Background: an optimization exercise with open tools, aiming at small area and a short achievable clock period. Do not read the settings as production practice.
The RTL was checked by simulation tests, not by an equivalence proof against the original design.
Power is estimated from default activity; no workload was simulated.

==> design/flow/design.v <==
`default_nettype none
package offload_pkg;
  typedef logic [31:0] data_t;
  typedef logic [31:0] addr_t;
  typedef logic [4:0]  acc_id_t;
  typedef logic [1:0]  acc_target_t;
  typedef logic [3:0]  strb_t;
  typedef logic [11:0] ssr_word_t;
  localparam acc_target_t TARGET_FPU  = 2'd0;
  localparam acc_target_t TARGET_HIVE = 2'd1;
  localparam acc_target_t TARGET_SSR  = 2'd2;
  localparam int unsigned NUM_TARGETS = 3;
  localparam int unsigned TGT_IDX_W   = $clog2(NUM_TARGETS);
  localparam int unsigned NUM_SSRS      = 3;
  localparam int unsigned NUM_SSR_REGS  = 8;
  localparam int unsigned SSR_DM_SEL_W  = $clog2(NUM_SSRS);
  localparam int unsigned SSR_REG_SEL_W = $clog2(NUM_SSR_REGS);
  localparam logic [31:0] SCFG_MASK    = 32'h0000_707f;
  localparam logic [31:0] SCFGRI_MATCH = 32'h0000_102b;
  localparam logic [31:0] SCFGWI_MATCH = 32'h0000_202b;
  localparam logic [31:0] SCFGR_MATCH  = 32'h0000_502b;
  localparam logic [31:0] SCFGW_MATCH  = 32'h0000_602b;
  localparam int unsigned TCDM_ADDR_WIDTH = 17;
  localparam addr_t       TCDM_MASK       = {32{1'b1}} << TCDM_ADDR_WIDTH;
  localparam int unsigned MEM_RSP_DEPTH   = 4;
  localparam int unsigned MEM_PTR_W       = $clog2(MEM_RSP_DEPTH);
  typedef struct packed {
    acc_target_t target;
    acc_id_t     id;
    data_t       data_op;
    data_t       data_arga;
    data_t       data_argb;
    data_t       data_argc;
  } acc_req_t;
  typedef struct packed {
    acc_id_t id;
    data_t   data;
    logic    error;
  } acc_rsp_t;
  localparam int unsigned ACC_RSP_W = 5 + 32 + 1;
  typedef struct packed {
    addr_t addr;
    data_t wdata;
    logic  write;
    strb_t strb;
  } mem_req_t;
  typedef struct packed {
    data_t rdata;
    logic  error;
  } mem_rsp_t;
  typedef enum logic {
    MEM_SOC  = 1'b0,
    MEM_TCDM = 1'b1
  } mem_port_t;
endpackage
`default_nettype wire
`timescale 1ns/1ps
`default_nettype none
module offload_req_stage
(
  input  logic                   clk_i,
  input  logic                   rst_ni,
  input  offload_pkg::acc_req_t  acc_req_i,
  input  logic                   acc_valid_i,
  output logic                   acc_ready_o,
  output offload_pkg::acc_req_t  tgt_req_o,
  output logic [offload_pkg::NUM_TARGETS-1:0] tgt_valid_o,
  input  logic [offload_pkg::NUM_TARGETS-1:0] tgt_ready_i,
  output logic                   ssr_write_o,
  output logic [4:0]             ssr_idx_o
);
  offload_pkg::acc_req_t h_data_q, t_data_q;
  logic [offload_pkg::NUM_TARGETS-1:0] h_tgt_q, t_tgt_q, in_tgt;
  logic       h_wr_q, t_wr_q, in_wr;
  logic [4:0] h_idx_q, t_idx_q, in_idx;
  logic       h_valid_q, full_q;
  logic       push, pop;
  logic       h_load_in, h_load_t, t_load;
  logic        is_rd_imm, is_wr_imm, is_rd_reg, is_wr_reg;
  logic [11:0] cfg_addr;
  logic        in_range;
  always_comb begin
    case (acc_req_i.target)
      offload_pkg::TARGET_HIVE: in_tgt = 3'b010;
      offload_pkg::TARGET_SSR:  in_tgt = 3'b100;
      default:                  in_tgt = 3'b001;
    endcase
  end
  assign is_rd_imm = (acc_req_i.data_op & offload_pkg::SCFG_MASK) == offload_pkg::SCFGRI_MATCH;
  assign is_wr_imm = (acc_req_i.data_op & offload_pkg::SCFG_MASK) == offload_pkg::SCFGWI_MATCH;
  assign is_rd_reg = (acc_req_i.data_op & offload_pkg::SCFG_MASK) == offload_pkg::SCFGR_MATCH;
  assign is_wr_reg = (acc_req_i.data_op & offload_pkg::SCFG_MASK) == offload_pkg::SCFGW_MATCH;
  assign in_wr     = is_wr_imm | is_wr_reg;
  always_comb begin
    if (is_rd_imm || is_wr_imm) begin
      cfg_addr = acc_req_i.data_op[31:20];
    end else if (is_rd_reg || is_wr_reg) begin
      cfg_addr = acc_req_i.data_argb[11:0];
    end else begin
      cfg_addr = '0;
    end
  end
  assign in_range = (cfg_addr[4:0] < 5'(offload_pkg::NUM_SSRS)) &&
                    (cfg_addr[11:5] < 7'(offload_pkg::NUM_SSR_REGS));
  assign in_idx   = in_range ? {cfg_addr[1:0], cfg_addr[7:5]} : 5'd31;
  assign acc_ready_o = ~full_q;
  assign push        = acc_valid_i & ~full_q;
  assign pop         = |(h_tgt_q & tgt_ready_i);
  assign h_load_in = push & (~h_valid_q | pop);
  assign h_load_t  = full_q & pop;
  assign t_load    = push & h_valid_q & ~pop;
  always_ff @(posedge clk_i) begin
    if (rst_ni) begin
      h_valid_q <= 1'b0;
      full_q    <= 1'b0;
      h_tgt_q   <= '0;
    end else begin
      if (h_load_in) begin
        h_valid_q <= 1'b1;
        h_tgt_q   <= in_tgt;
      end else if (h_load_t) begin
        h_valid_q <= 1'b1;
        h_tgt_q   <= t_tgt_q;
      end else if (pop) begin
        h_valid_q <= 1'b0;
        h_tgt_q   <= '0;
      end
      if (t_load) begin
        full_q <= 1'b1;
      end else if (pop) begin
        full_q <= 1'b0;
      end
    end
  end
  always_ff @(posedge clk_i) begin
    if (h_load_in || h_load_t) begin
      h_data_q <= full_q ? t_data_q : acc_req_i;
      h_wr_q   <= full_q ? t_wr_q   : in_wr;
      h_idx_q  <= full_q ? t_idx_q  : in_idx;
    end
    if (t_load) begin
      t_data_q <= acc_req_i;
      t_wr_q   <= in_wr;
      t_idx_q  <= in_idx;
      t_tgt_q  <= in_tgt;
    end
  end
  assign tgt_req_o   = h_data_q;
  assign tgt_valid_o = h_tgt_q;
  assign ssr_write_o = h_wr_q;
  assign ssr_idx_o   = h_idx_q;
endmodule
`default_nettype wire
`timescale 1ns/1ps
`default_nettype none
module ssr_cfg_unit
(
  input  logic     clk_i,
  input  logic     rst_ni,
  input  offload_pkg::acc_req_t req_i,
  input  logic     write_i,
  input  logic [4:0] idx_i,
  input  logic     valid_i,
  output logic     ready_o,
  output offload_pkg::acc_rsp_t rsp_o,
  output logic     rsp_valid_o,
  input  logic     rsp_ready_i
);
  localparam int unsigned NW = offload_pkg::NUM_SSRS*offload_pkg::NUM_SSR_REGS;
  logic [NW-1:0][31:0] cfg_q;
  logic [NW-1:0]       wr_q;
  logic [NW-1:0]       sel;
  offload_pkg::acc_rsp_t rsp_q;
  logic                rsp_valid_q;
  offload_pkg::data_t  rdata;
  logic                req_hs;
  always_comb begin
    for (int unsigned w = 0; w < NW; w++) begin
      sel[w] = idx_i == 5'(w);
    end
  end
  always_comb begin
    rdata = '0;
    for (int unsigned w = 0; w < NW; w++) begin
      rdata = rdata | (cfg_q[w] & {32{sel[w] & wr_q[w]}});
    end
  end
  assign ready_o = ~rsp_valid_q | rsp_ready_i;
  assign req_hs  = valid_i & ready_o;
  always_ff @(posedge clk_i) begin
    if (rst_ni) begin
      wr_q <= '0;
    end else begin
      for (int unsigned w = 0; w < NW; w++) begin
        if (req_hs && write_i && sel[w]) begin
          wr_q[w] <= 1'b1;
        end
      end
    end
  end
  always_ff @(posedge clk_i) begin
    for (int unsigned w = 0; w < NW; w++) begin
      if (req_hs && write_i && sel[w]) begin
        cfg_q[w] <= req_i.data_arga;
      end
    end
  end
  always_ff @(posedge clk_i) begin
    if (rst_ni) begin
      rsp_valid_q <= 1'b0;
    end else if (req_hs) begin
      rsp_valid_q <= 1'b1;
    end else if (rsp_ready_i) begin
      rsp_valid_q <= 1'b0;
    end
  end
  always_ff @(posedge clk_i) begin
    if (req_hs) begin
      rsp_q.id    <= write_i ? offload_pkg::acc_id_t'(0) : req_i.id;
      rsp_q.data  <= rdata;
      rsp_q.error <= 1'b0;
    end
  end
  assign rsp_o       = rsp_q;
  assign rsp_valid_o = rsp_valid_q;
endmodule
`default_nettype wire
`timescale 1ns/1ps
`default_nettype none
module offload_rsp_arbiter
(
  input  logic                              clk_i,
  input  logic                              rst_ni,
  input  logic [offload_pkg::NUM_TARGETS*offload_pkg::ACC_RSP_W-1:0] src_rsp_i,
  input  logic     [offload_pkg::NUM_TARGETS-1:0]        src_valid_i,
  output logic     [offload_pkg::NUM_TARGETS-1:0]        src_ready_o,
  output offload_pkg::acc_rsp_t                          rsp_o,
  output logic                              rsp_valid_o,
  input  logic                              rsp_ready_i
);
  localparam int unsigned W = offload_pkg::ACC_RSP_W;
  offload_pkg::acc_rsp_t rsp_q;
  logic       rsp_valid_q;
  logic [2:0] last_q;
  logic [2:0] v, gnt;
  logic       any_gnt;
  logic       load_en;
  assign v = src_valid_i;
  assign load_en = ~rsp_valid_q | rsp_ready_i;
  assign gnt[0] = v[0] & (last_q[2] | (last_q[1] & ~v[2]) | (last_q[0] & ~v[1] & ~v[2]));
  assign gnt[1] = v[1] & (last_q[0] | (last_q[2] & ~v[0]) | (last_q[1] & ~v[2] & ~v[0]));
  assign gnt[2] = v[2] & (last_q[1] | (last_q[0] & ~v[1]) | (last_q[2] & ~v[0] & ~v[1]));
  assign any_gnt = |v;
  assign src_ready_o = gnt & {3{load_en}};
  always_ff @(posedge clk_i) begin
    if (rst_ni) begin
      rsp_valid_q <= 1'b0;
      last_q      <= 3'b100;
    end else if (load_en) begin
      rsp_valid_q <= any_gnt;
      if (any_gnt) begin
        last_q <= gnt;
      end
    end
  end
  always_ff @(posedge clk_i) begin
    if (load_en && any_gnt) begin
      rsp_q <= ({W{gnt[0]}} & src_rsp_i[0*W +: W]) |
               ({W{gnt[1]}} & src_rsp_i[1*W +: W]) |
               ({W{gnt[2]}} & src_rsp_i[2*W +: W]);
    end
  end
  assign rsp_o       = rsp_q;
  assign rsp_valid_o = rsp_valid_q;
endmodule
`default_nettype wire
`timescale 1ns/1ps
`default_nettype none
module mem_route
(
  input  logic     clk_i,
  input  logic     rst_ni,
  input  offload_pkg::addr_t    tcdm_base_i,
  input  offload_pkg::mem_req_t core_req_i,
  input  logic     core_valid_i,
  output logic     core_ready_o,
  output offload_pkg::mem_rsp_t core_rsp_o,
  output logic     core_rsp_valid_o,
  output offload_pkg::mem_req_t tcdm_req_o,
  output logic     tcdm_valid_o,
  input  logic     tcdm_ready_i,
  input  offload_pkg::mem_rsp_t tcdm_rsp_i,
  input  logic     tcdm_rsp_valid_i,
  output logic     tcdm_rsp_ready_o,
  output offload_pkg::mem_req_t soc_req_o,
  output logic     soc_valid_o,
  input  logic     soc_ready_i,
  input  offload_pkg::mem_rsp_t soc_rsp_i,
  input  logic     soc_rsp_valid_i,
  output logic     soc_rsp_ready_o
);
  logic [3:0] port_q;
  logic [3:0] occ_q;        
  logic       head_tcdm_q, head_soc_q;
  logic [3:0] port_d;
  logic [3:0] occ_d;
  logic       is_tcdm, full;
  logic       push, pop;
  assign is_tcdm = core_req_i.addr[31:17] == tcdm_base_i[31:17];
  assign full    = occ_q[3];
  assign tcdm_req_o   = core_req_i;
  assign soc_req_o    = core_req_i;
  assign tcdm_valid_o = core_valid_i & ~full & is_tcdm;
  assign soc_valid_o  = core_valid_i & ~full & ~is_tcdm;
  assign core_ready_o = ~full & (is_tcdm ? tcdm_ready_i : soc_ready_i);
  assign push         = core_valid_i & core_ready_o;
  assign tcdm_rsp_ready_o = head_tcdm_q;
  assign soc_rsp_ready_o  = head_soc_q;
  assign core_rsp_valid_o = (tcdm_rsp_valid_i & head_tcdm_q) | (soc_rsp_valid_i & head_soc_q);
  assign core_rsp_o       = head_tcdm_q ? tcdm_rsp_i : soc_rsp_i;
  assign pop              = core_rsp_valid_o;
  always_comb begin
    logic [3:0] p, o;
    p = port_q;
    o = occ_q;
    if (pop) begin
      p = {1'b0, p[3:1]};
      o = {1'b0, o[3:1]};
    end
    if (push && !o[0])         p[0] = is_tcdm;
    if (push && o[0] && !o[1]) p[1] = is_tcdm;
    if (push && o[1] && !o[2]) p[2] = is_tcdm;
    if (push && o[2] && !o[3]) p[3] = is_tcdm;
    if (push) o = {o[2:0], 1'b1};
    port_d = p;
    occ_d  = o;
  end
  always_ff @(posedge clk_i) begin
    if (rst_ni) begin
      occ_q       <= '0;
      head_tcdm_q <= 1'b0;
      head_soc_q  <= 1'b0;
    end else begin
      occ_q       <= occ_d;
      head_tcdm_q <= occ_d[0] & port_d[0];
      head_soc_q  <= occ_d[0] & ~port_d[0];
    end
  end
  always_ff @(posedge clk_i) begin
    port_q <= port_d;
  end
endmodule
`default_nettype wire
`timescale 1ns/1ps
`default_nettype none
module core_complex_fabric
(
  input  logic     clk_i,
  input  logic     rst_ni,
  input  offload_pkg::acc_req_t acc_req_i,
  input  logic     acc_valid_i,
  output logic     acc_ready_o,
  output offload_pkg::acc_rsp_t acc_rsp_o,
  output logic     acc_rsp_valid_o,
  input  logic     acc_rsp_ready_i,
  output offload_pkg::acc_req_t fpu_req_o,
  output logic     fpu_valid_o,
  input  logic     fpu_ready_i,
  input  offload_pkg::acc_rsp_t fpu_rsp_i,
  input  logic     fpu_rsp_valid_i,
  output logic     fpu_rsp_ready_o,
  output offload_pkg::acc_req_t hive_req_o,
  output logic     hive_valid_o,
  input  logic     hive_ready_i,
  input  offload_pkg::acc_rsp_t hive_rsp_i,
  input  logic     hive_rsp_valid_i,
  output logic     hive_rsp_ready_o,
  input  offload_pkg::addr_t    tcdm_base_i,
  input  offload_pkg::mem_req_t core_req_i,
  input  logic     core_valid_i,
  output logic     core_ready_o,
  output offload_pkg::mem_rsp_t core_rsp_o,
  output logic     core_rsp_valid_o,
  output offload_pkg::mem_req_t tcdm_req_o,
  output logic     tcdm_valid_o,
  input  logic     tcdm_ready_i,
  input  offload_pkg::mem_rsp_t tcdm_rsp_i,
  input  logic     tcdm_rsp_valid_i,
  output logic     tcdm_rsp_ready_o,
  output offload_pkg::mem_req_t soc_req_o,
  output logic     soc_valid_o,
  input  logic     soc_ready_i,
  input  offload_pkg::mem_rsp_t soc_rsp_i,
  input  logic     soc_rsp_valid_i,
  output logic     soc_rsp_ready_o
);
  offload_pkg::acc_req_t                   tgt_req;
  logic     [offload_pkg::NUM_TARGETS-1:0] tgt_valid, tgt_ready;
  offload_pkg::acc_rsp_t                   ssr_rsp;
  logic                       ssr_rsp_valid;
  logic [offload_pkg::NUM_TARGETS*offload_pkg::ACC_RSP_W-1:0] src_rsp;
  logic                       ssr_write;
  logic [4:0]                 ssr_idx;
  logic     [offload_pkg::NUM_TARGETS-1:0] src_valid, src_ready;
  offload_req_stage i_offload_req_stage (
    .clk_i       (clk_i),
    .rst_ni      (rst_ni),
    .acc_req_i   (acc_req_i),
    .acc_valid_i (acc_valid_i),
    .acc_ready_o (acc_ready_o),
    .tgt_req_o   (tgt_req),
    .tgt_valid_o (tgt_valid),
    .tgt_ready_i (tgt_ready),
    .ssr_write_o (ssr_write),
    .ssr_idx_o   (ssr_idx)
  );
  assign fpu_req_o    = tgt_req;
  assign hive_req_o   = tgt_req;
  assign fpu_valid_o  = tgt_valid[offload_pkg::TARGET_FPU];
  assign hive_valid_o = tgt_valid[offload_pkg::TARGET_HIVE];
  assign tgt_ready[offload_pkg::TARGET_FPU]  = fpu_ready_i;
  assign tgt_ready[offload_pkg::TARGET_HIVE] = hive_ready_i;
  ssr_cfg_unit i_ssr_cfg_unit (
    .clk_i       (clk_i),
    .rst_ni      (rst_ni),
    .req_i       (tgt_req),
    .write_i     (ssr_write),
    .idx_i       (ssr_idx),
    .valid_i     (tgt_valid[offload_pkg::TARGET_SSR]),
    .ready_o     (tgt_ready[offload_pkg::TARGET_SSR]),
    .rsp_o       (ssr_rsp),
    .rsp_valid_o (ssr_rsp_valid),
    .rsp_ready_i (src_ready[offload_pkg::TARGET_SSR])
  );
  assign src_rsp   = {ssr_rsp, hive_rsp_i, fpu_rsp_i};
  assign src_valid = {ssr_rsp_valid, hive_rsp_valid_i, fpu_rsp_valid_i};
  assign fpu_rsp_ready_o  = src_ready[offload_pkg::TARGET_FPU];
  assign hive_rsp_ready_o = src_ready[offload_pkg::TARGET_HIVE];
  offload_rsp_arbiter i_offload_rsp_arbiter (
    .clk_i       (clk_i),
    .rst_ni      (rst_ni),
    .src_rsp_i   (src_rsp),
    .src_valid_i (src_valid),
    .src_ready_o (src_ready),
    .rsp_o       (acc_rsp_o),
    .rsp_valid_o (acc_rsp_valid_o),
    .rsp_ready_i (acc_rsp_ready_i)
  );
  mem_route i_mem_route (
    .clk_i            (clk_i),
    .rst_ni           (rst_ni),
    .tcdm_base_i      (tcdm_base_i),
    .core_req_i       (core_req_i),
    .core_valid_i     (core_valid_i),
    .core_ready_o     (core_ready_o),
    .core_rsp_o       (core_rsp_o),
    .core_rsp_valid_o (core_rsp_valid_o),
    .tcdm_req_o       (tcdm_req_o),
    .tcdm_valid_o     (tcdm_valid_o),
    .tcdm_ready_i     (tcdm_ready_i),
    .tcdm_rsp_i       (tcdm_rsp_i),
    .tcdm_rsp_valid_i (tcdm_rsp_valid_i),
    .tcdm_rsp_ready_o (tcdm_rsp_ready_o),
    .soc_req_o        (soc_req_o),
    .soc_valid_o      (soc_valid_o),
    .soc_ready_i      (soc_ready_i),
    .soc_rsp_i        (soc_rsp_i),
    .soc_rsp_valid_i  (soc_rsp_valid_i),
    .soc_rsp_ready_o  (soc_rsp_ready_o)
  );
endmodule
`default_nettype wire
==> design/flow/run.sh <==
#!/bin/bash
# synth_recipe.tcl (not shown) runs the flow's synth.tcl, then flattens the netlist and writes it again
# the make line also repeats each setting of config.mk as NAME=value (left out here)
make -C /OpenROAD-flow-scripts/flow DESIGN_CONFIG=/design/flow/config.mk WORK_HOME=/design/flow/orfs CLKGATE_MAP_FILE= SYNTH_SCRIPT=/design/flow/synth_recipe.tcl finish
==> design/flow/config.mk <==
export PLATFORM = sky130hd
export DESIGN_NAME = core_complex_fabric
export DESIGN_NICKNAME = core_complex_fabric
export VERILOG_FILES = /design/flow/design.v
export SDC_FILE = /design/flow/constraint.sdc
export NUM_CORES = 4
export LEC_CHECK = 0
export CAP_MARGIN = 20
export CORE_MARGIN = 2
export CORE_UTILIZATION = 40
export SLEW_MARGIN = 20
==> design/flow/constraint.sdc <==
create_clock -name core_clock -period 6.0 [get_ports {clk_i}]
set_input_delay 1.2000 -clock core_clock [delete_from_list [all_inputs] [get_ports {clk_i}]]
set_output_delay 1.2000 -clock core_clock [all_outputs]
set_load 0.01 [all_outputs]
==> out/summary.txt, run 1 <==
Unique cell type count in the Yosys netlist: 57
Met1 WL: 60530 um
Fin nets: 3552
Routed vias: 27240
DRT iter0 DRCs: 3315
R2r worst-path depth: 7
Final Slew Violations: 0
Period utilization: 0.9197
Postcts setup bufs: 0
Startpoint types: input port
Lkg Pwr: 18.44 nW
CP Capture Point: tcdm_valid_o
CTS Hold Buffers Added: 0
Peak supply drop: 0.2487 mV
Final WS setup: 0.4817 ns
Synth Flop Type: edfxtp_1
CTS Buffer Depth: 3
Crit path largest cell delay: 0.74 ns
Hold WS: 0.4621 ns
Cell area after synthesis: 45550 um^2
Slew HR: 0.2335
Final HPWL DP: 106800 um
GRT Overall Usage: 0.2729
Routability cong.: 1.016
Async S/R FF share, synth: 0
Critical path's slowest cell: clkdlybuf4s50_1
Layout cell share with drive strength beyond 1: 0.1513
Clk sinks: 1172
Number of CTS-inserted buffers: 118
R2R Setup Slk: 2.44 ns
Crit Path Category: in -> out
Worst setup EP type: output port
FMAX: 181.2 MHz
# IOs: 882
Initial antenna violation count: 17
Setup violators final: 0
Number of synthesized register bits: 1172
Post-synth EDFFs: 1131
CP dominant cell by count: clkdlybuf4s50_1
Top layer in use: met4
Met2 wire length: 78130 um
Post-Syn Instances: 2671
Area taken by flip-flops and latches: 34790 um^2
HP Class: reg -> reg
Setup WS pre-CTS: 0.6507 ns
Post-synthesis sequential area ratio: 0.7637
Maxcap violations: 0
Root Driver: clkbuf_16
Fillcell total: 9230
WP data arrival: 4.32 ns
Min cycle time layout: 5.518 ns
Reg clk slew, reported paths: 0.06 ns
CP startpoint: core_req_i[56]
RR Startpoint: i_offload_req_stage.h_idx_q[0]$_DFFE_PP_
DRC: 0
Required time worst endpoint: 4.80 ns
Vias in the first global route: 26760
Reg2reg end: i_ssr_cfg_unit.rsp_q[1]$_DFFE_PP_
Crit-path max FO: 4
Die footprint: 116600 um^2
Height of the die: 341.5 um
Hold Vio Cnt, Final: 0
Net Count, Synth: 3064
RSZ-0062 raised after global routing: false
Critical Path, Cell by Cell: clkdlybuf4s50_1 > xor2_1 > nor4_1 > and4_1 > and3_1 > clkdlybuf4s50_1
Setup Skew: 0.02205 ns
Final wirelength: 163800 um
Yosys warnings: 4
First-pass GRT wire length: 219500 um
Area of placed instances: 52720 um^2
Area grow syn2layout: 24.07%
Grt total ovfl: 0
Status: timing/DRC/antenna clean
CTS resizes: 0
Cell area power density: 331.9 nW/um^2
Final Cell Area: 56510 um^2
Pre-antenna DRT Iters: 7
H-tree depth: 3
Core area: 112700 um^2
Routed vias/inst: 5.716
Wire per inst: 34.37 um
DRT antenna net count: 0
Mean Syn Cell Area: 17.05 um^2
Later-pin clock latency in the skew report: 0.71 ns
Largest net degree at the start of global routing: 61
Met3 Wirelength: 17350 um
PortBufs: 702
Row count: 123
Slew at the pin with the worst max-slew slack: 1.150 ns
CTS tree: built
Die width: 341.5 um
Final TNS setup: 0 ns
Initial Util: 0.4043
Multi-input gate area: 8038 um^2
-- how the worst min path moves through the flow --
stage | start | end | slack [ns] | cells after the start
3_3_place_gp | i_ssr_cfg_unit.wr_q[16]$_SDFFE_PP0P_ | i_ssr_cfg_unit.wr_q[16]$_SDFFE_PP0P_ | 0.44 | 2
2_1_floorplan | i_ssr_cfg_unit.wr_q[10]$_SDFFE_PP0P_ | i_ssr_cfg_unit.wr_q[10]$_SDFFE_PP0P_ | 0.43 | 2
5_1_grt | i_ssr_cfg_unit.wr_q[14]$_SDFFE_PP0P_ | i_ssr_cfg_unit.wr_q[14]$_SDFFE_PP0P_ | 0.49 | 2
4_1_cts | i_ssr_cfg_unit.wr_q[22]$_SDFFE_PP0P_ | i_ssr_cfg_unit.wr_q[22]$_SDFFE_PP0P_ | 0.46 | 2
3_5_place_dp | i_ssr_cfg_unit.wr_q[22]$_SDFFE_PP0P_ | i_ssr_cfg_unit.wr_q[22]$_SDFFE_PP0P_ | 0.45 | 2
6_report | i_ssr_cfg_unit.wr_q[22]$_SDFFE_PP0P_ | i_ssr_cfg_unit.wr_q[22]$_SDFFE_PP0P_ | 0.46 | 2
-- worst max-delay path, delay by kind of cell --
kind                   cells  cell delay (ns)
buffers and inverters      2             1.38
XOR/XNOR                   1             0.28
AND/OR/NAND/NOR            3             1.43
-- metal layers --
metal,up-vias,GRT usage
met3,256,0.07789
met5,-,0
met1,13940,0.3399
met2,1638,0.4446
met4,0,0.1189
li1,11400,-
-- Yosys cell counts, types with 3 or more instances --
master,instances,area [um^2]
edfxtp_1,1131,33960
o21ai_0,11,55.05
a221oi_1,25,219.0
a22o_1,33,289.0
nand4b_1,3,26.28
a21oi_1,31,155.2
nor2b_1,12,75.07
inv_1,47,176.4
and2_1,6,37.54
mux2_2,175,1971
nor2_1,94,352.8
a32oi_1,3,26.28
nor3b_1,5,37.54
and3_1,26,162.7
clkbuf_1,70,262.8
a221oi_2,7,105.1
buf_6,8,90.09
buf_4,277,2079
nand2_1,28,105.1
buf_2,65,325.3
nand3_1,19,95.09
a222oi_1,37,370.4
a22oi_1,324,2432
xor2_1,12,105.1
o2111ai_1,4,35.03
and3b_1,4,35.03
nand4_1,89,556.8
dfxtp_1,41,820.8
o22a_1,3,26.28
o22ai_1,7,43.79
nor4_1,5,31.28
a31oi_1,7,43.79
nor3_1,12,60.06
xnor2_1,4,35.03
or3_1,16,100.1
nand2b_1,3,18.77
-- stage by stage --
stage                 util  power, mW  instances
floorplan                -      10.68       2671
global placement    0.4679      11.67       4538
detailed placement  0.4680      11.71       4539
CTS                 0.5015      18.88       4758
global route        0.5016      19.31       4763
finish              0.5016      18.76       4765
-- state kept, by name, indices dropped and copies added (netlist names), 4 cells and up --
| name | count |
|---|---|
| i_offload_req_stage.t_idx_q | 5 |
| i_offload_req_stage.h_idx_q | 5 |
| i_mem_route.port_q | 4 |
| i_ssr_cfg_unit.wr_q | 24 |
| i_offload_req_stage.h_data_q | 135 |
| i_ssr_cfg_unit.cfg_q | 768 |
| i_offload_rsp_arbiter.rsp_q | 38 |
| i_ssr_cfg_unit.rsp_q | 37 |
| i_mem_route.occ_q | 4 |
| i_offload_req_stage.t_data_q | 135 |
-- cells by family (layout without fill, tap and decap cells) --
group,after synthesis,after routing,share of synthesized area
flops,1172,1172,0.7637
compound gates,504,504,0.08565
buf+inv,470,1057,0.06466
simple gates,332,332,0.03914
mux,175,175,0.04326
xor+xnor,16,16,0.003076
fa+ha+maj,2,2,0.0005493
other cells,0,7,0
-- cells in the final DEF (no fill, tap or decap), types with 37 or more instances in the layout --
cell type,n
nor2_1,73
mux2_2,175
nand4_1,89
edfxtp_1,1131
clkdlybuf4s50_1,701
a222oi_1,37
a22oi_1,324
dfxtp_1,39
buf_4,75
clkbuf_16,118
inv_1,46
-- power breakdown --
group / internal, mW / switching (mW)
combinational: 0.887 / 0.789
clock: 4.09 / 3.14
sequential: 9.47 / 0.385
-- layout make-up --
| cell class | count | share of cell area |
|---|---|---|
| Sequential cell | 1172 | 0.6156 |
| Clock inverter | 75 | 0.01227 |
| Timing Repair Buffer | 790 | 0.1387 |
| Clock buffer | 144 | 0.05451 |
| Multi-Input combinational cell | 1029 | 0.1422 |
| Antenna cell | 7 | 0.0003100 |
| Inverter | 48 | 0.003188 |
| Tap cell | 1500 | 0.03321 |
==> inputs of run 2 (changes only) <==
--- a/design/flow/config.mk
+++ b/design/flow/config.mk
@@ -5,7 +5,9 @@
 export SDC_FILE = /design/flow/constraint.sdc
 export NUM_CORES = 4
 export LEC_CHECK = 0
+export ABC_AREA = 1
 export CAP_MARGIN = 20
 export CORE_MARGIN = 2
 export CORE_UTILIZATION = 40
+export SETUP_SLACK_MARGIN = 3.0
 export SLEW_MARGIN = 20
==> run 2 against run 1 <==
Sequential cell count stayed put; first-iteration DRC count fell by 11%; global-route usage down 3.5 points.
==> out/summary.txt, run 2 <==
Switching pwr: 4.396 mW (+2.0%)
Critical Path, Cell by Cell: clkdlybuf4s15_1 > xnor2_2 > nand3_2 > nor2_4 > nand2_4 > buf_6 > inv_4 > nor3_2 > buf_2
Largest net degree at the start of global routing: 104 (+70%)
Routability cong.: 0.8153 (-20%)
Net Count, Synth: 4027 (+31%)
Final TNS setup: 0 ns (unchanged)
Crit path largest cell delay: 0.19 ns (-0.55 ns)
DRC: 0 (unchanged)
Die width: 346.5 um (+1.5%)
Share of power burned in registers: 0.498 (-0.027)
Wire per inst: 24.75 um (-28%)
Critical path's slowest cell: clkdlybuf4s15_1
PortBufs: 702 (unchanged)
Unique cell type count in the Yosys netlist: 46 (-19%)
Largest family of logic cells by synthesized area: simple AND/OR/NAND/NOR gates
Min cycle time layout: 3.467 ns (-2.052 ns)
Lkg Pwr: 22.22 nW (+20%)
Count leader, synth: nand2_1
Required time worst endpoint: 4.80 ns (about the same)
Crit-path max FO: 5 (+1)
Area grow syn2layout: 27.40%
Layout cell share with drive strength beyond 1: 0.1373 (-0.01403)
Top cell type's share of synthesized area: 0.7240 (-0.02164)
Startpoint types: input port
Cell area power density: 318.0 nW/um^2 (-4.2%)
Grt total ovfl: 0 (unchanged)
Root Driver: clkbuf_16
Async S/R FF share, synth: 0 (unchanged)
Number of CTS-inserted buffers: 130 (+10%)
Biggest regs: i_ssr_cfg_unit.cfg_q (768), i_offload_req_stage.h_data_q (135), i_offload_req_stage.t_data_q (135)
Clock network fraction of design power: 0.407 (+0.022)
Commonest non-fill, non-tap cells in the layout: nand2_1, edfxtp_1, clkdlybuf4s50_1
Number of synthesized register bits: 1172 (unchanged)
Max reg flops: 768 (unchanged)
RSZ-0062 raised after global routing: true
Commonest non-fill, non-tap cell in the layout: nand2_1
Reg clk slew, reported paths: 0.06 ns (about the same)
Top post-synthesis cells by area: edfxtp_1, nand2_1, buf_4
Comb power frac: 0.095 (+0.006)
Mean Syn Cell Area: 12.91 um^2 (-24%)
Commonest cells post-synth: nand2_1, edfxtp_1, buf_4
DRT antenna net count: 0 (unchanged)
HP Class: reg -> reg
XOR/XNOR share of the synthesized area: 0.0001867 (-0.002890)
Pwr Total: 19.00 mW (+1.3%)
Vias in the first global route: 29600 (+11%)
Yosys warnings: 4 (unchanged)
Synth Area in Adders: 0.0005334 (-0.00001594)
Post-Syn Instances: 3634 (+36%)
Die footprint: 120000 um^2 (+3.0%)
Height of the die: 346.5 um (+1.5%)
Hold path startpoint: i_ssr_cfg_unit.wr_q[17]$_SDFFE_PP0P_
Hold Vio Cnt, Final: 0 (unchanged)
Worst setup EP type: output port
FMAX: 288.5 MHz (+59%)
GRT Overall Usage: 0.2382 (-0.03464)
CTS tree: built
RR Startpoint: i_offload_req_stage.h_idx_q[2]$_DFFE_PP_
Pre-antenna DRT Iters: 8 (+1)
Biggest register: i_ssr_cfg_unit.cfg_q
Setup Skew: 0.02907 ns (+0.007020 ns)
First-pass GRT wire length: 207100 um (-5.7%)
# IOs: 882 (unchanged)
Post-synthesis compound-gate area fraction: 0.03782 (-0.04783)
Largest area contributor in the synthesized netlist: edfxtp_1
Slew at the pin with the worst max-slew slack: 1.086 ns (-0.06352 ns)
Status: timing/DRC/antenna clean
Cell area after synthesis: 46910 um^2 (+3.0%)
Synth Area in Simple Gates: 0.1383 (+0.09915)
Final HPWL DP: 86530 um (-19%)
Pint: 14.61 mW (+1.1%)
Setup violators final: 0 (unchanged)
Core area: 116200 um^2 (+3.2%)
DRT iter0 DRCs: 2961 (-11%)
CTS Hold Buffers Added: 0 (unchanged)
Initial Util: 0.4037 (-0.0006448)
Peak supply drop: 0.3014 mV (+21%)
Synth Flop Type: edfxtp_1
Initial antenna violation count: 14 (-3)
Mux cell area share after synthesis: 0.007922 (-0.03534)
H-tree depth: 4 (+1)
Routed vias: 30280 (+11%)
Slew HR: 0.2743 (+0.04082)
Net Sw Frac: 0.2313 (+0.001534)
WP data arrival: 2.27 ns (-2.05 ns)
Fin nets: 4655 (+31%)
Period utilization: 0.5778 (-0.3420)
Post-synthesis sequential area ratio: 0.7415 (-0.02216)
CTS Buffer Depth: 3 (unchanged)
Post-synth EDFFs: 1131 (unchanged)
Finished Core Util: 0.5143 (+0.01266)
Clk sinks: 1172 (unchanged)
CP startpoint: tcdm_base_i[22]
Final wirelength: 145800 um (-11%)
Later-pin clock latency in the skew report: 0.75 ns (+0.04 ns)
Maxcap violations: 0 (unchanged)
Final Slew Violations: 0 (unchanged)
Crit Path Category: in -> out
Routed vias/inst: 5.142 (-10%)
Row count: 125 (+1.6%)
-- run 2: cell count changes in the layout (fill, tap and decap cells not counted), moves of 54 or more --
cell	previous run	this run
dlygate4sd2_1	0	99
nand3_1	19	129
buf_6	1	62
a22oi_1	324	17
inv_1	46	155
clkdlybuf4s15_1	0	61
buf_4	75	129
nand2_1	27	1182
clkdlybuf4s50_1	701	460
mux2_2	175	0
-- run 2: cells by family (layout without fill, tap and decap cells) --
kind of cell	Yosys count	in the layout
AND/OR/NAND/NOR	1579	1581
flip-flops	1172	1172
buffers and inverters	608	1335
AO/OA/AOI/OAI	239	239
multiplexers	33	33
adder cells (fa/ha/maj)	2	2
XOR/XNOR	1	1
other	0	2
-- run 2: layout make-up --
type	instances	area, um^2
Antenna cell	2	5.005
Clock buffer	166	3450
Clock inverter	67	664.4
Fill cell	10040	56440
Inverter	211	938.4
Multi-Input combinational cell	1856	9089
Sequential cell	1172	34790
Tap cell	1524	1907
Timing Repair Buffer	888	8896
Timing Repair inverter	3	23.77
-- run 2: final timing paths --
path	slack [ns]	end	cells after the start
max	2.53	soc_valid_o	9
min	0.47	i_ssr_cfg_unit.wr_q[17]$_SDFFE_PP0P_	1
max reg2reg	3.11	i_ssr_cfg_unit.rsp_q[2]$_DFFE_PP_	9
min reg2reg	0.47	i_ssr_cfg_unit.wr_q[17]$_SDFFE_PP0P_	1
-- run 2: metal layers --
metal / GRT usage / wire (um) / part of all wire / up-vias
met1: 0.3290 / 61160 / 0.42 / 14920
met5: 0 / 13 / 0.000089 / -
met4: 0.07388 / 3913 / 0.027 / 2
li1: - / - / - / 13700
met2: 0.3739 / 67140 / 0.46 / 1406
met3: 0.05549 / 13540 / 0.093 / 260
-- run 2: per-stage QoR --
step | std cells | setup WS, ns | cell area (um^2) | hold slack [ns]
2_1_floorplan | 3634 | 1.650 | 47080 | 0.4362
3_3_place_gp | 5521 | 1.417 | 53860 | 0.4470
3_5_place_dp | 5527 | 1.371 | 53980 | 0.4537
4_1_cts | 5856 | 2.530 | 59290 | 0.4668
5_1_grt | 5887 | 2.456 | 59760 | 0.4854
6_report | 5889 | 2.533 | 59760 | 0.4652
-- run 2: power groups by stage --
stage	sequential (mW)	clock (mW)	combinational, mW
after floorplan	9.74	0	0.648
after global placement	9.76	0	1.47
after detailed placement	9.76	0	1.49
after CTS	9.47	7.86	1.78
after global routing	9.48	8.18	1.92
final	9.46	7.74	1.80
-- run 2: worst max-delay path, delay by kind of cell --
kind | cells | cell delay [ns]
buffers and inverters | 4 | 0.53
xor gates and xnor gates | 1 | 0.14
and+or+nand+nor | 4 | 0.39
-- run 2: timing repair --
item                                     CTS  global route
endpoints found under the setup margin  1220           324
pin swaps                                 38            31
gates cloned                               5             5
hold endpoints to repair                   0             0
buffers inserted                          91            25
gates resized for setup                  689            64
==> inputs of run 3 (changes only) <==
==> design/flow/flow/run.sh (new file) <==
#!/bin/bash
# Standard ORFS layout with two changes: port buffers start as the
# smallest buffer (repair_timing upsizes the ones on critical paths),
# and CTS does not add dummy loads to the clock tree.
set -euo pipefail
export BUFFER_PORTS_ARGS="-buffer_cell sky130_fd_sc_hd__buf_1"
export CTS_ARGS="-sink_clustering_enable -repair_clock_nets -dont_use_dummy_load"
bash standard.sh > flow_make.log 2>&1
==> design/flow/standard.sh (new file) <==
#!/bin/bash
# synth_recipe.tcl (not shown) runs the flow's synth.tcl, then flattens the netlist and writes it again
# the make line also repeats each setting of config.mk as NAME=value (left out here)
make -C /OpenROAD-flow-scripts/flow DESIGN_CONFIG=/design/flow/config.mk WORK_HOME=/design/flow/orfs CLKGATE_MAP_FILE= SYNTH_SCRIPT=/design/flow/synth_recipe.tcl "${@:-finish}"
removed: design/flow/run.sh
==> run 3 against run 2 <==
Area after synthesis unchanged; register-to-register slack is essentially flat; die area unchanged; clock skew increased by 0.060 ns; sequential power up 0.4%; total power fell by 9.9%; core utilization shrank 4.3 points.
==> out/summary.txt, run 3 <==
Post-synthesis compound-gate area fraction: 0.03782 (unchanged)
Cell area power density: 312.8 nW/um^2 (-1.6%)
Commonest non-fill, non-tap cells in the layout: nand2_1, edfxtp_1, buf_1
CTS Hold Buffers Added: 0 (unchanged)
Row count: 125 (unchanged)
Count leader, synth: nand2_1
Final TNS setup: 0 ns (unchanged)
Grt total ovfl: 0 (unchanged)
DRT iter0 DRCs: 3211 (+8.4%)
Required time worst endpoint: 4.80 ns (about the same)
Lkg Pwr: 19.57 nW (-12%)
H-tree depth: 3 (-1)
Slew HR: 0.3434 (+0.06906)
Min cycle time layout: 3.464 ns (-0.002290 ns)
Max reg flops: 768 (unchanged)
Unique cell type count in the Yosys netlist: 46 (unchanged)
Comb power frac: 0.078 (-0.017)
Clk sinks: 1172 (unchanged)
DRT antenna net count: 0 (unchanged)
Fin nets: 4639 (-0.34%)
CTS tree: built
Startpoint types: input port
Net Count, Synth: 4027 (unchanged)
Number of CTS-inserted buffers: 120 (-7.7%)
Mux cell area share after synthesis: 0.007922 (unchanged)
Largest area contributor in the synthesized netlist: edfxtp_1
Status: timing/DRC/antenna clean
Biggest register: i_ssr_cfg_unit.cfg_q
Clock network fraction of design power: 0.367 (-0.040)
Biggest regs: i_ssr_cfg_unit.cfg_q (768), i_offload_req_stage.h_data_q (135), i_offload_req_stage.t_data_q (135)
Routed vias: 29960 (-1.1%)
Mean Syn Cell Area: 12.91 um^2 (unchanged)
Height of the die: 346.5 um (unchanged)
Async S/R FF share, synth: 0 (unchanged)
Post-synth EDFFs: 1131 (unchanged)
Final Slew Violations: 0 (unchanged)
Commonest non-fill, non-tap cell in the layout: nand2_1
Setup Skew: 0.08905 ns (+0.05998 ns)
Synth Flop Type: edfxtp_1
Cell area after synthesis: 46910 um^2 (unchanged)
# IOs: 882 (unchanged)
Post-synthesis sequential area ratio: 0.7415 (unchanged)
Vias in the first global route: 28470 (-3.8%)
Pwr Total: 17.12 mW (-9.9%)
First-pass GRT wire length: 202900 um (-2.0%)
Initial antenna violation count: 10 (-4)
Multi-input gate area: 9079 um^2 (-0.11%)
CTS Buffer Depth: 3 (unchanged)
Top cell type's share of synthesized area: 0.7240 (unchanged)
Period utilization: 0.5774 (about the same)
Fillcell total: 10260 (+2.2%)
GRT Overall Usage: 0.2353 (-0.002907)
Worst setup EP type: output port
Commonest cells post-synth: nand2_1, edfxtp_1, buf_4
Later-pin clock latency in the skew report: 0.73 ns (-0.02 ns)
Area taken by flip-flops and latches: 34790 um^2 (unchanged)
Slew at the pin with the worst max-slew slack: 0.9850 ns (-0.1013 ns)
Top post-synthesis cells by area: edfxtp_1, nand2_1, buf_4
Wire per inst: 25.15 um (+1.6%)
Number of synthesized register bits: 1172 (unchanged)
Largest net degree at the start of global routing: 89 (-14%)
PortBufs: 702 (unchanged)
Initial Util: 0.4037 (unchanged)
RSZ-0062 raised after global routing: true
Switching pwr: 3.869 mW (-12%)
Post-Syn Instances: 3634 (unchanged)
Largest family of logic cells by synthesized area: simple AND/OR/NAND/NOR gates
Routed vias/inst: 5.192 (+0.97%)
Maxcap violations: 0 (unchanged)
Yosys warnings: 4 (unchanged)
Setup WS pre-CTS: 1.513 ns (+0.1425 ns)
Die footprint: 120000 um^2 (unchanged)
WP data arrival: 2.26 ns (about the same)
Area grow syn2layout: 16.67%
Routability cong.: 0.8542 (+4.8%)
Root Driver: clkbuf_16
FMAX: 288.7 MHz (about the same)
Setup violators final: 0 (unchanged)
Core area: 116200 um^2 (unchanged)
Net Sw Frac: 0.2260 (-0.005325)
Final HPWL DP: 80530 um (-6.9%)
Synth Area in Adders: 0.0005334 (unchanged)
Share of power burned in registers: 0.555 (+0.057)
Final WS setup: 2.536 ns (+0.002290 ns)
Crit Path Category: in -> out
XOR/XNOR share of the synthesized area: 0.0001867 (unchanged)
Die width: 346.5 um (unchanged)
Final wirelength: 145100 um (-0.45%)
Pre-antenna DRT Iters: 5 (-3)
Peak supply drop: 0.3052 mV (+1.3%)
Crit-path max FO: 6 (+1)
Hold Vio Cnt, Final: 0 (unchanged)
Pint: 13.25 mW (-9.3%)
Reg clk slew, reported paths: 0.05 ns (about the same)
Layout cell share with drive strength beyond 1: 0.1188 (-0.01853)
DRC: 0 (unchanged)
HP Class: reg -> reg
Synth Area in Simple Gates: 0.1383 (unchanged)
run 3: cell counts after synthesis:
Identical to the previous run, type by type.
run 3: repair_timing:
action / 4_1_cts / 5_1_grt
buffers inserted: 76 / 36
setup endpoints to repair: 985 / 237
gates cloned: 27 / 2
pin swaps: 14 / 23
gates resized for setup: 95 / 168
run 3: worst paths after layout:
| path | to | from | cells past startpoint | slack, ns |
|---|---|---|---|---|
| worst min register to register | i_ssr_cfg_unit.wr_q[0]$_SDFFE_PP0P_ | i_ssr_cfg_unit.wr_q[0]$_SDFFE_PP0P_ | 1 | 0.46 |
| worst max-delay path | core_ready_o | core_req_i[54] | 11 | 2.54 |
| worst min-delay path | i_ssr_cfg_unit.wr_q[0]$_SDFFE_PP0P_ | i_ssr_cfg_unit.wr_q[0]$_SDFFE_PP0P_ | 1 | 0.46 |
| worst max register to register | i_ssr_cfg_unit.rsp_q[6]$_DFFE_PP_ | i_offload_req_stage.h_idx_q[1]$_DFFE_PP_ | 10 | 3.12 |
run 3: worst max-delay path, cell delays in order:
cell     delay [ns]
buf_8          0.10
nor2_4         0.08
nor2_1         0.04
nor2_1         0.10
nand2_1        0.10
nor2_4         0.17
nand2_4        0.10
nand2_2        0.09
inv_2          0.04
nor2_4         0.10
buf_6          0.12
run 3: final cells by class:
type                    instances  area share
clock buffers                 120     0.05487
flip-flops and latches       1172      0.6357
multi-input cells            1859      0.1659
repair inverters               18    0.002469
inverters                     211     0.01694
diodes                          3   0.0001372
repair buffers                864     0.08916
well taps                    1524     0.03484
run 3: routing by layer:
metal | share of wire | GRT usage
met4 | 0.042 | 0.09580
met2 | 0.46 | 0.3708
met5 | 0.00023 | 0
met3 | 0.098 | 0.05468
met1 | 0.40 | 0.3145
run 3: power groups by stage:
stage | clock (mW) | sequential (mW) | combinational [mW]
final | 6.29 | 9.50 | 1.33
after global routing | 6.67 | 9.52 | 1.45
after CTS | 6.40 | 9.51 | 1.26
after detailed placement | 0 | 9.73 | 1.05
after global placement | 0 | 9.73 | 1.04
after floorplan | 0 | 9.74 | 0.648
run 3: cells by family (layout without fill, tap and decap cells):
logic type	after synthesis	after routing
XOR/XNOR	1	1
other	0	3
multiplexers	33	33
buffers and inverters	608	1213
AO/OA/AOI/OAI	239	239
adder cells (fa/ha/maj)	2	2
AND/OR/NAND/NOR	1579	1584
flip-flops	1172	1172
run 3: metrics by stage:
stage	std cells	hold WS, ns	utilization	area, um^2
5_1_grt	5768	0.4805	0.4709	54720
2_1_floorplan	3634	0.4362	-	47080
4_1_cts	5730	0.4652	0.4627	53770
6_report	5771	0.4648	0.4710	54730
3_3_place_gp	5506	0.4463	0.4249	49370
3_5_place_dp	5507	0.4532	0.4251	49390
==> inputs of run 4 (changes only) <==
==> design/flow/flow/run.sh (replaced) <==
#!/bin/bash
# Standard ORFS layout with two changes: port buffers start as the
# smallest buffer (repair_timing upsizes the ones on critical paths),
# and CTS builds larger sink clusters without dummy loads.
set -euo pipefail
export BUFFER_PORTS_ARGS="-buffer_cell sky130_fd_sc_hd__buf_1"
export CTS_ARGS="-sink_clustering_enable -repair_clock_nets -dont_use_dummy_load -sink_clustering_size 24 -sink_clustering_max_diameter 150"
bash standard.sh > flow_make.log 2>&1
==> run 4 against run 3 <==
Combinational power fell by 5%; critical endpoint unchanged; via count fell by 1.2%; fmax rose by 0.20%; sequential share of layout area rose by 2.6 points; still clean on timing, DRC and antenna; wire length fell by 2.1%; first-iteration DRC count did not move.
==> out/summary.txt, run 4 <==
Status: timing/DRC/antenna clean
Post-synth EDFFs: 1131 (unchanged)
Biggest regs: i_ssr_cfg_unit.cfg_q (768), i_offload_req_stage.h_data_q (135), i_offload_req_stage.t_data_q (135)
CTS Hold Buffers Added: 0 (unchanged)
Initial Util: 0.4037 (unchanged)
Final TNS setup: 0 ns (unchanged)
Layout cell share with drive strength beyond 1: 0.09431 (-0.02444)
CTS tree: built
Net Count, Synth: 4027 (unchanged)
Biggest register: i_ssr_cfg_unit.cfg_q
# IOs: 882 (unchanged)
Grt total ovfl: 0 (unchanged)
GRT Overall Usage: 0.2305 (-0.004853)
Synth Flop Type: edfxtp_1
Area grow syn2layout: 12.06%
Finished Core Util: 0.4524 (-0.01859)
Hold WS: 0.4750 ns (+0.01016 ns)
Reg clk slew, reported paths: 0.10 ns (+0.05 ns)
XOR/XNOR share of the synthesized area: 0.0001867 (unchanged)
Later-pin clock latency in the skew report: 0.70 ns (-0.03 ns)
Count leader, synth: nand2_1
Top cell type's share of synthesized area: 0.7240 (unchanged)
Synth Area in Adders: 0.0005334 (unchanged)
Core area: 116200 um^2 (unchanged)
HP Class: reg -> reg
Maxcap violations: 0 (unchanged)
Non-Filler Instances: 5693 (-1.4%)
Required time worst endpoint: 4.80 ns (about the same)
Mean Syn Cell Area: 12.91 um^2 (unchanged)
Clk sinks: 1172 (unchanged)
FMAX: 289.2 MHz (+0.20%)
Area taken by flip-flops and latches: 34790 um^2 (unchanged)
Routed vias: 29610 (-1.2%)
Async S/R FF share, synth: 0 (unchanged)
Number of CTS-inserted buffers: 55 (-54%)
Period utilization: 0.5762 (-0.001163)
Routed vias/inst: 5.200 (+0.16%)
Post-synthesis compound-gate area fraction: 0.03782 (unchanged)
Final Cell Area: 52570 um^2 (-3.9%)
DRT antenna net count: 0 (unchanged)
Peak supply drop: 0.2020 mV (-34%)
Pre-antenna DRT Iters: 5 (unchanged)
CTS Buffer Depth: 3 (unchanged)
Commonest non-fill, non-tap cells in the layout: nand2_1, edfxtp_1, buf_1
Min cycle time layout: 3.457 ns (-0.006980 ns)
Yosys warnings: 4 (unchanged)
Cell area power density: 281.6 nW/um^2 (-10%)
Vias in the first global route: 27970 (-1.8%)
Slew HR: 0.3239 (-0.01950)
DRC: 0 (unchanged)
Largest area contributor in the synthesized netlist: edfxtp_1
Post-Syn Instances: 3634 (unchanged)
Startpoint types: input port
Worst setup EP type: output port
Crit Path Category: in -> out
Routability cong.: 0.8542 (unchanged)
Fillcell total: 10500 (+2.3%)
Final wirelength: 142100 um (-2.1%)
Top post-synthesis cells by area: edfxtp_1, nand2_1, buf_4
Commonest cells post-synth: nand2_1, edfxtp_1, buf_4
Die footprint: 120000 um^2 (unchanged)
Root Driver: clkbuf_16
Crit-path max FO: 6 (unchanged)
Largest family of logic cells by synthesized area: simple AND/OR/NAND/NOR gates
Number of synthesized register bits: 1172 (unchanged)
Synth Area in Simple Gates: 0.1383 (unchanged)
Largest net degree at the start of global routing: 89 (unchanged)
Cell area after synthesis: 46910 um^2 (unchanged)
Area of placed instances: 49390 um^2 (unchanged)
PortBufs: 702 (unchanged)
Row count: 125 (unchanged)
Setup Skew: 0.1071 ns (+0.01802 ns)
H-tree depth: 2 (-1)
Final Slew Violations: 0 (unchanged)
Initial antenna violation count: 13 (+3)
Die width: 346.5 um (unchanged)
Setup violators final: 0 (unchanged)
Fin nets: 4562 (-1.7%)
Post-synthesis sequential area ratio: 0.7415 (unchanged)
Wire per inst: 24.95 um (-0.76%)
Mux cell area share after synthesis: 0.007922 (unchanged)
First-pass GRT wire length: 199000 um (-1.9%)
Unique cell type count in the Yosys netlist: 46 (unchanged)
DRT iter0 DRCs: 3211 (unchanged)
Height of the die: 346.5 um (unchanged)
RSZ-0062 raised after global routing: true
Hold Vio Cnt, Final: 0 (unchanged)
Commonest non-fill, non-tap cell in the layout: nand2_1
Slew at the pin with the worst max-slew slack: 1.014 ns (+0.02926 ns)
Lkg Pwr: 18.42 nW (-5.9%)
Max reg flops: 768 (unchanged)
Dpl cells: 5507 (unchanged)
WP data arrival: 2.26 ns (about the same)
Multi-input gate area: 8925 um^2 (-1.7%)
Final HPWL DP: 80530 um (unchanged)
-- run 4: cell types whose count changed in the layout (fill, tap and decap cells not counted), sizes merged --
cell,previous run,this run
buf,856,849
nand2,1199,1198
clkbuf,128,59
diode,3,2
-- run 4: critical path, cell delays in order --
cell     delay (ns)
buf_1          0.11
inv_1          0.05
nand2_1        0.05
nand2_1        0.04
nor2_1         0.09
nand2_1        0.09
nor2_4         0.16
nand2_4        0.10
nand2_2        0.09
inv_2          0.04
nor2_4         0.09
buf_6          0.12
-- run 4: where the power goes --
group | total, mW | internal, mW | leakage, nW | switching [mW]
clock | 4.09 | 1.63 | 0.678 | 2.45
sequential | 9.46 | 9.32 | 10.7 | 0.136
combinational | 1.26 | 0.370 | 7.06 | 0.887
-- run 4: metrics by stage --
| stage | total power, mW | worst slack [ns] |
|---|---|---|
| after floorplan | 10.39 | 1.650 |
| after global placement | 10.76 | 1.531 |
| after detailed placement | 10.78 | 1.513 |
| after CTS | 14.89 | 2.500 |
| after global routing | 15.29 | 2.437 |
| final | 14.80 | 2.543 |
-- run 4: path summary, 6_finish.rpt --
kind | end | startpoint | slack (ns) | depth (start not counted)
worst min-delay path | i_ssr_cfg_unit.wr_q[17]$_SDFFE_PP0P_ | i_ssr_cfg_unit.wr_q[17]$_SDFFE_PP0P_ | 0.48 | 1
worst max-delay path | core_ready_o | tcdm_base_i[31] | 2.54 | 12
worst max register to register | i_ssr_cfg_unit.rsp_q[16]$_DFFE_PP_ | i_offload_req_stage.h_idx_q[4]$_DFFE_PP_ | 3.05 | 7
worst min register to register | i_ssr_cfg_unit.wr_q[17]$_SDFFE_PP0P_ | i_ssr_cfg_unit.wr_q[17]$_SDFFE_PP0P_ | 0.48 | 1
-- run 4: layout make-up --
cell class	count	area share
Timing Repair inverter	18	0.002571
Multi-Input combinational cell	1858	0.1698
Inverter	211	0.01759
Clock buffer	55	0.02618
Tap cell	1524	0.03627
Timing Repair Buffer	853	0.08569
Antenna cell	2	0.00009521
Sequential cell	1172	0.6618
-- run 4: cell families after synthesis --
group / Yosys count
muxes: 33
xor gates and xnor gates: 1
and+or+nand+nor: 1579
AOI/OAI and AO/OA: 239
buffers and inverters: 608
DFF: 1172
adders and majority gates: 2
-- run 4: routing by layer --
metal  share of wire  vias up  track usage
li1                -    13370            -
met1            0.41    14440       0.3128
met2            0.45     1503       0.3646
met3           0.094      296      0.04909
met4           0.041        4      0.08627
met5         0.00018        -            0
-- run 4: timing repair --
action,4_1_cts,5_1_grt
setup buffers,77,29
resized for setup,81,49
pin swaps,14,23
cloned,22,1
endpoints found under the setup margin,965,194
==> inputs of run 5 (changes only) <==
--- a/design/flow/design.v
+++ b/design/flow/design.v
@@ -310,10 +310,27 @@
   assign full    = occ_q[3];
   assign tcdm_req_o   = core_req_i;
   assign soc_req_o    = core_req_i;
-  assign tcdm_valid_o = core_valid_i & ~full & is_tcdm;
-  assign soc_valid_o  = core_valid_i & ~full & ~is_tcdm;
-  assign core_ready_o = ~full & (is_tcdm ? tcdm_ready_i : soc_ready_i);
-  assign push         = core_valid_i & core_ready_o;
+  assign push         = core_valid_i & ~full & (is_tcdm ? tcdm_ready_i : soc_ready_i);
+  logic [14:0] bit_eq;
+  logic [4:0]  grp_ne;
+  logic        ne01, ne234, win_ne;
+  logic        vld, nvld, tcdm_rdy, soc_rdy;
+  assign vld      = core_valid_i & ~full;
+  assign nvld     = ~vld;
+  assign tcdm_rdy = tcdm_ready_i & ~full;
+  assign soc_rdy  = soc_ready_i & ~full;
+  for (genvar i = 0; i < 15; i++) begin : g_bit
+    mr_xnor2 i_eq (.a_i(core_req_i.addr[17+i]), .b_i(tcdm_base_i[17+i]), .y_o(bit_eq[i]));
+  end
+  for (genvar g = 0; g < 5; g++) begin : g_grp
+    mr_nand3 i_ne (.a_i(bit_eq[3*g]), .b_i(bit_eq[3*g+1]), .c_i(bit_eq[3*g+2]), .y_o(grp_ne[g]));
+  end
+  mr_nor2  i_eq01  (.a_i(grp_ne[0]), .b_i(grp_ne[1]), .y_o(ne01));
+  mr_nor3  i_eq234 (.a_i(grp_ne[2]), .b_i(grp_ne[3]), .c_i(grp_ne[4]), .y_o(ne234));
+  mr_nand2 i_ne    (.a_i(ne01), .b_i(ne234), .y_o(win_ne));
+  mr_nor2  i_tcdm_valid (.a_i(win_ne), .b_i(nvld), .y_o(tcdm_valid_o));
+  mr_and2  i_soc_valid  (.a_i(win_ne), .b_i(vld), .y_o(soc_valid_o));
+  mr_mux2  i_core_ready (.s_i(win_ne), .a_i(tcdm_rdy), .b_i(soc_rdy), .y_o(core_ready_o));
   assign tcdm_rsp_ready_o = head_tcdm_q;
   assign soc_rsp_ready_o  = head_soc_q;
   assign core_rsp_valid_o = (tcdm_rsp_valid_i & head_tcdm_q) | (soc_rsp_valid_i & head_soc_q);
@@ -350,6 +367,27 @@
     port_q <= port_d;
   end
 endmodule
+module mr_xnor2 (input logic a_i, input logic b_i, output logic y_o);
+  assign y_o = ~(a_i ^ b_i);
+endmodule
+module mr_nand3 (input logic a_i, input logic b_i, input logic c_i, output logic y_o);
+  assign y_o = ~(a_i & b_i & c_i);
+endmodule
+module mr_nand2 (input logic a_i, input logic b_i, output logic y_o);
+  assign y_o = ~(a_i & b_i);
+endmodule
+module mr_nor2 (input logic a_i, input logic b_i, output logic y_o);
+  assign y_o = ~(a_i | b_i);
+endmodule
+module mr_nor3 (input logic a_i, input logic b_i, input logic c_i, output logic y_o);
+  assign y_o = ~(a_i | b_i | c_i);
+endmodule
+module mr_and2 (input logic a_i, input logic b_i, output logic y_o);
+  assign y_o = a_i & b_i;
+endmodule
+module mr_mux2 (input logic s_i, input logic a_i, input logic b_i, output logic y_o);
+  assign y_o = s_i ? b_i : a_i;
+endmodule
 `default_nettype wire
 `timescale 1ns/1ps
 `default_nettype none
==> design/flow/flow/run.sh (replaced) <==
#!/bin/bash
# Standard ORFS layout (the standard.sh) with these changes:
#  - the small gate modules of the port-side TCDM window compare in
#    mem_route.sv are kept through technology mapping, so the compare
#    is mapped as the shallow tree the RTL spells out (the modules are
#    flattened again by the standard flow's synthesis script before the layout);
#  - the pins of each port-to-port path are kept next to each other;
#  - port buffers start as the smallest buffer (repair_timing upsizes
#    the ones on critical paths);
#  - CTS builds larger sink clusters without dummy loads.
set -euo pipefail
HERE=$(pwd)
export SYNTH_KEEP_MODULES="mr_xnor2 mr_nand3 mr_nand2 mr_nor2 mr_nor3 mr_and2 mr_mux2"
export PRE_IO_PLACEMENT_TCL="$HERE/flow/io.tcl"
export BUFFER_PORTS_ARGS="-buffer_cell sky130_fd_sc_hd__buf_1"
export CTS_ARGS="-sink_clustering_enable -repair_clock_nets -dont_use_dummy_load -sink_clustering_size 24 -sink_clustering_max_diameter 150"
bash standard.sh > flow_make.log 2>&1
==> design/flow/flow/io.tcl (new file) <==
# Keep the pins of each port-to-port path next to each other
set_io_pin_constraint -group -order -pin_names {core_req_i[54] tcdm_base_i[17] core_req_i[55] tcdm_base_i[18] core_req_i[56] tcdm_base_i[19] core_req_i[57] tcdm_base_i[20] core_req_i[58] tcdm_base_i[21] core_req_i[59] tcdm_base_i[22] core_req_i[60] tcdm_base_i[23] tcdm_valid_o soc_valid_o core_ready_o core_valid_i tcdm_ready_i soc_ready_i core_req_i[61] tcdm_base_i[24] core_req_i[62] tcdm_base_i[25] core_req_i[63] tcdm_base_i[26] core_req_i[64] tcdm_base_i[27] core_req_i[65] tcdm_base_i[28] core_req_i[66] tcdm_base_i[29] core_req_i[67] tcdm_base_i[30] core_req_i[68] tcdm_base_i[31]}
set_io_pin_constraint -group -order -pin_names {tcdm_rsp_i[0] core_rsp_o[0] soc_rsp_i[0] tcdm_rsp_i[1] core_rsp_o[1] soc_rsp_i[1] tcdm_rsp_i[2] core_rsp_o[2] soc_rsp_i[2] tcdm_rsp_i[3] core_rsp_o[3] soc_rsp_i[3] tcdm_rsp_i[4] core_rsp_o[4] soc_rsp_i[4] tcdm_rsp_i[5] core_rsp_o[5] soc_rsp_i[5] tcdm_rsp_i[6] core_rsp_o[6] soc_rsp_i[6] tcdm_rsp_i[7] core_rsp_o[7] soc_rsp_i[7] tcdm_rsp_i[8] core_rsp_o[8] soc_rsp_i[8] tcdm_rsp_i[9] core_rsp_o[9] soc_rsp_i[9] tcdm_rsp_i[10] core_rsp_o[10] soc_rsp_i[10] tcdm_rsp_i[11] core_rsp_o[11] soc_rsp_i[11] tcdm_rsp_i[12] core_rsp_o[12] soc_rsp_i[12] tcdm_rsp_i[13] core_rsp_o[13] soc_rsp_i[13] tcdm_rsp_i[14] core_rsp_o[14] soc_rsp_i[14] tcdm_rsp_i[15] core_rsp_o[15] soc_rsp_i[15] tcdm_rsp_i[16] core_rsp_o[16] soc_rsp_i[16] tcdm_rsp_valid_i core_rsp_valid_o soc_rsp_valid_i tcdm_rsp_ready_o soc_rsp_ready_o tcdm_rsp_i[17] core_rsp_o[17] soc_rsp_i[17] tcdm_rsp_i[18] core_rsp_o[18] soc_rsp_i[18] tcdm_rsp_i[19] core_rsp_o[19] soc_rsp_i[19] tcdm_rsp_i[20] core_rsp_o[20] soc_rsp_i[20] tcdm_rsp_i[21] core_rsp_o[21] soc_rsp_i[21] tcdm_rsp_i[22] core_rsp_o[22] soc_rsp_i[22] tcdm_rsp_i[23] core_rsp_o[23] soc_rsp_i[23] tcdm_rsp_i[24] core_rsp_o[24] soc_rsp_i[24] tcdm_rsp_i[25] core_rsp_o[25] soc_rsp_i[25] tcdm_rsp_i[26] core_rsp_o[26] soc_rsp_i[26] tcdm_rsp_i[27] core_rsp_o[27] soc_rsp_i[27] tcdm_rsp_i[28] core_rsp_o[28] soc_rsp_i[28] tcdm_rsp_i[29] core_rsp_o[29] soc_rsp_i[29] tcdm_rsp_i[30] core_rsp_o[30] soc_rsp_i[30] tcdm_rsp_i[31] core_rsp_o[31] soc_rsp_i[31] tcdm_rsp_i[32] core_rsp_o[32] soc_rsp_i[32]}
set_io_pin_constraint -group -order -pin_names {fpu_rsp_valid_i fpu_rsp_ready_o acc_rsp_ready_i hive_rsp_ready_o hive_rsp_valid_i}
==> run 5 against run 4 <==
Non-clock buffer count is 31 higher; hold slack better by 0.0032 ns; core utilization is 0.051 points lower; clock skew grew 0.0074 ns; critical endpoint unchanged; first-iteration DRC count increased by 5.6%; still clean on timing, DRC and antenna.
==> out/summary.txt, run 5 <==
Vias in the first global route: 28030 (+0.24%)
Root Driver: clkbuf_16
Yosys warnings: 4 (unchanged)
Min cycle time layout: 3.293 ns (-0.1640 ns)
Slew HR: 0.3470 (+0.02314)
FMAX: 303.7 MHz (+5.0%)
DRC: 0 (unchanged)
GRT Overall Usage: 0.2574 (+0.02698)
Reg clk slew, reported paths: 0.10 ns (about the same)
Slew at the pin with the worst max-slew slack: 0.9784 ns (-0.03578 ns)
Net Sw Frac: 0.2385 (+0.003689)
Final HPWL DP: 101000 um (+25%)
Routed vias/inst: 5.212 (+0.21%)
Layout cell share with drive strength beyond 1: 0.1066 (+0.01226)
Die footprint: 121100 um^2 (+0.90%)
Largest area contributor in the synthesized netlist: edfxtp_1
Cell area power density: 279.0 nW/um^2 (-0.90%)
CTS Hold Buffers Added: 0 (unchanged)
Status: timing/DRC/antenna clean
Clock network fraction of design power: 0.275 (about the same)
Post-synthesis sequential area ratio: 0.7348 (-0.006703)
Async S/R FF share, synth: 0 (unchanged)
# IOs: 882 (unchanged)
Wire per inst: 27.46 um (+10%)
Maxcap violations: 0 (unchanged)
Row count: 126 (+0.80%)
Biggest regs: i_ssr_cfg_unit.cfg_q (768), i_offload_req_stage.h_data_q (135), i_offload_req_stage.t_data_q (135)
Pre-antenna DRT Iters: 6 (+1)
Hold Vio Cnt, Final: 0 (unchanged)
HP Class: reg -> reg
Core area: 117800 um^2 (+1.3%)
Crit-path max FO: 6 (unchanged)
Final wirelength: 161400 um (+14%)
Number of CTS-inserted buffers: 54 (-1.8%)
Net Count, Synth: 4158 (+3.3%)
CTS Buffer Depth: 3 (unchanged)
WP data arrival: 2.09 ns (-0.17 ns)
Routed vias: 30620 (+3.4%)
Post-synthesis compound-gate area fraction: 0.04316 (+0.005341)
Comb power frac: 0.086 (about the same)
Crit Path Category: in -> out
Commonest non-fill, non-tap cell in the layout: nand2_1
Fin nets: 4730 (+3.7%)
Lkg Pwr: 19.49 nW (+5.8%)
Period utilization: 0.5489 (-0.02734)
Finished Core Util: 0.4519 (-0.0005110)
Switching pwr: 3.541 mW (+1.9%)
Later-pin clock latency in the skew report: 0.74 ns (+0.04 ns)
Count leader, synth: nand2_1
Final Slew Violations: 0 (unchanged)
Fillcell total: 10840 (+3.2%)
Setup violators final: 0 (unchanged)
Post-synth EDFFs: 1131 (unchanged)
RSZ-0062 raised after global routing: true
Cell area after synthesis: 47340 um^2 (+0.91%)
Die width: 348.0 um (+0.45%)
Mean Syn Cell Area: 12.57 um^2 (-2.6%)
Synth Area in Adders: 0.0005286 (-0.000004822)
Required time worst endpoint: 4.80 ns (about the same)
Height of the die: 348.0 um (+0.45%)
CTS tree: built
XOR/XNOR share of the synthesized area: 0.0001850 (-0.000001688)
Share of power burned in registers: 0.640 (about the same)
Area grow syn2layout: 12.41%
Mux cell area share after synthesis: 0.007850 (-0.00007161)
H-tree depth: 2 (unchanged)
DRT antenna net count: 0 (unchanged)
Top cell type's share of synthesized area: 0.7174 (-0.006545)
Number of synthesized register bits: 1172 (unchanged)
Max reg flops: 768 (unchanged)
Routability cong.: 0.8982 (+5.2%)
==> run 5: changes by cell type in the layout (fill, tap and decap cells not counted), moves of 14 or more <==
cell      change
a211oi_1     +43
a22o_1       +29
buf_12       -21
buf_4        +43
inv_1        +62
nand3_1      -41
nand3_2      +14
nand4_1      -23
nor2_1       +98
==> run 5: logic make-up after synthesis <==
logic type / Yosys count
simple gates: 1614
compound gates: 276
xor+xnor: 1
fa+ha+maj: 2
buf+inv: 667
mux: 33
flops: 1172
==> run 5: Yosys stat by module, one instance, submodules excluded <==
module               cells inside  area [um^2]
core_complex_fabric          3672        46980
mr_nand2                        1        3.754
mr_and2                         2        7.507
mr_mux2                         4        15.01
mr_nor3                         4        17.52
mr_nand3                        1        5.005
mr_nor2                         1        3.754
mr_xnor2                        5        18.77
==> run 5: layout make-up <==
cell class                      instances  area [um^2]  area share
Tap cell                             1536         1922     0.03612
Sequential cell                      1172        34790      0.6538
Timing Repair inverter                 16        120.1    0.002257
Clock buffer                           54         1351     0.02539
Timing Repair Buffer                  884         4576     0.08599
Antenna cell                            4        10.01   0.0001881
Multi-Input combinational cell       1930         9255      0.1739
Inverter                              279         1191     0.02238
==> run 5: final timing paths <==
check	from	end	slack, ns	cells after the start
hold reg to reg	i_offload_req_stage.t_data_q[94]$_DFFE_PP_	i_offload_req_stage.h_data_q[94]$_DFFE_PP_	0.48	2
hold / removal	i_offload_req_stage.t_data_q[94]$_DFFE_PP_	i_offload_req_stage.h_data_q[94]$_DFFE_PP_	0.48	2
setup / recovery	core_req_i[66]	core_ready_o	2.71	10
setup reg to reg	i_offload_rsp_arbiter.rsp_valid_q$_SDFFE_PP0P_	i_ssr_cfg_unit.cfg_q[371]$_DFFE_PP_	3.01	10
==> run 5: what timing repair did <==
item                                    4_1_cts  5_1_grt
pin swaps                                    19       22
gates cloned                                 19        2
endpoints found under the setup margin      876      577
setup buffers                                87       29
resized for setup                           125       72
==> run 5: per-stage QoR <==
stage / hold WS, ns / area (um^2) / setup WS (ns) / std cells
3_3_place_gp: 0.4472 / 50040 / 1.879 / 5678
3_5_place_dp: 0.4586 / 50100 / 1.866 / 5680
5_1_grt: 0.4987 / 53200 / 2.627 / 5871
4_1_cts: 0.4806 / 52650 / 2.676 / 5840
2_1_floorplan: 0.4362 / 47490 / 1.636 / 3765
6_report: 0.4782 / 53210 / 2.707 / 5875
==> run 5: routing by layer <==
| layer | vias up | share of wire | GRT usage |
|---|---|---|---|
| li1 | 13750 | - | - |
| met1 | 15070 | 0.38 | 0.3221 |
| met2 | 1585 | 0.48 | 0.4360 |
| met3 | 214 | 0.089 | 0.04711 |
| met4 | 4 | 0.051 | 0.1156 |
| met5 | - | 0.00017 | 0.001200 |
==> run 5: power groups by stage <==
stage	Combinational, mW	Sequential, mW	Clock, mW
after floorplan	0.675	9.74	0
after global placement	1.08	9.74	0
after detailed placement	1.09	9.74	0
after CTS	1.24	9.51	4.16
after global routing	1.38	9.52	4.41
final	1.27	9.50	4.08
==> run 5: critical path: stages <==
cell,delay [ns]
clkbuf_4,0.15
inv_1,0.06
nand2_1,0.04
nand2_1,0.08
nand3_2,0.08
nor2_2,0.12
nand2_2,0.10
nand2_1,0.09
nand2_2,0.05
buf_6,0.12

Re-timed with assumed drivers on the ports (clkbuf_16 on the clock, buf_2 on other inputs), run 5 has 2.658 ns of setup slack against 2.707 ns with ideal ports, and 2.046 ns once port delays also move by the mid clock arrival of 0.750 ns.
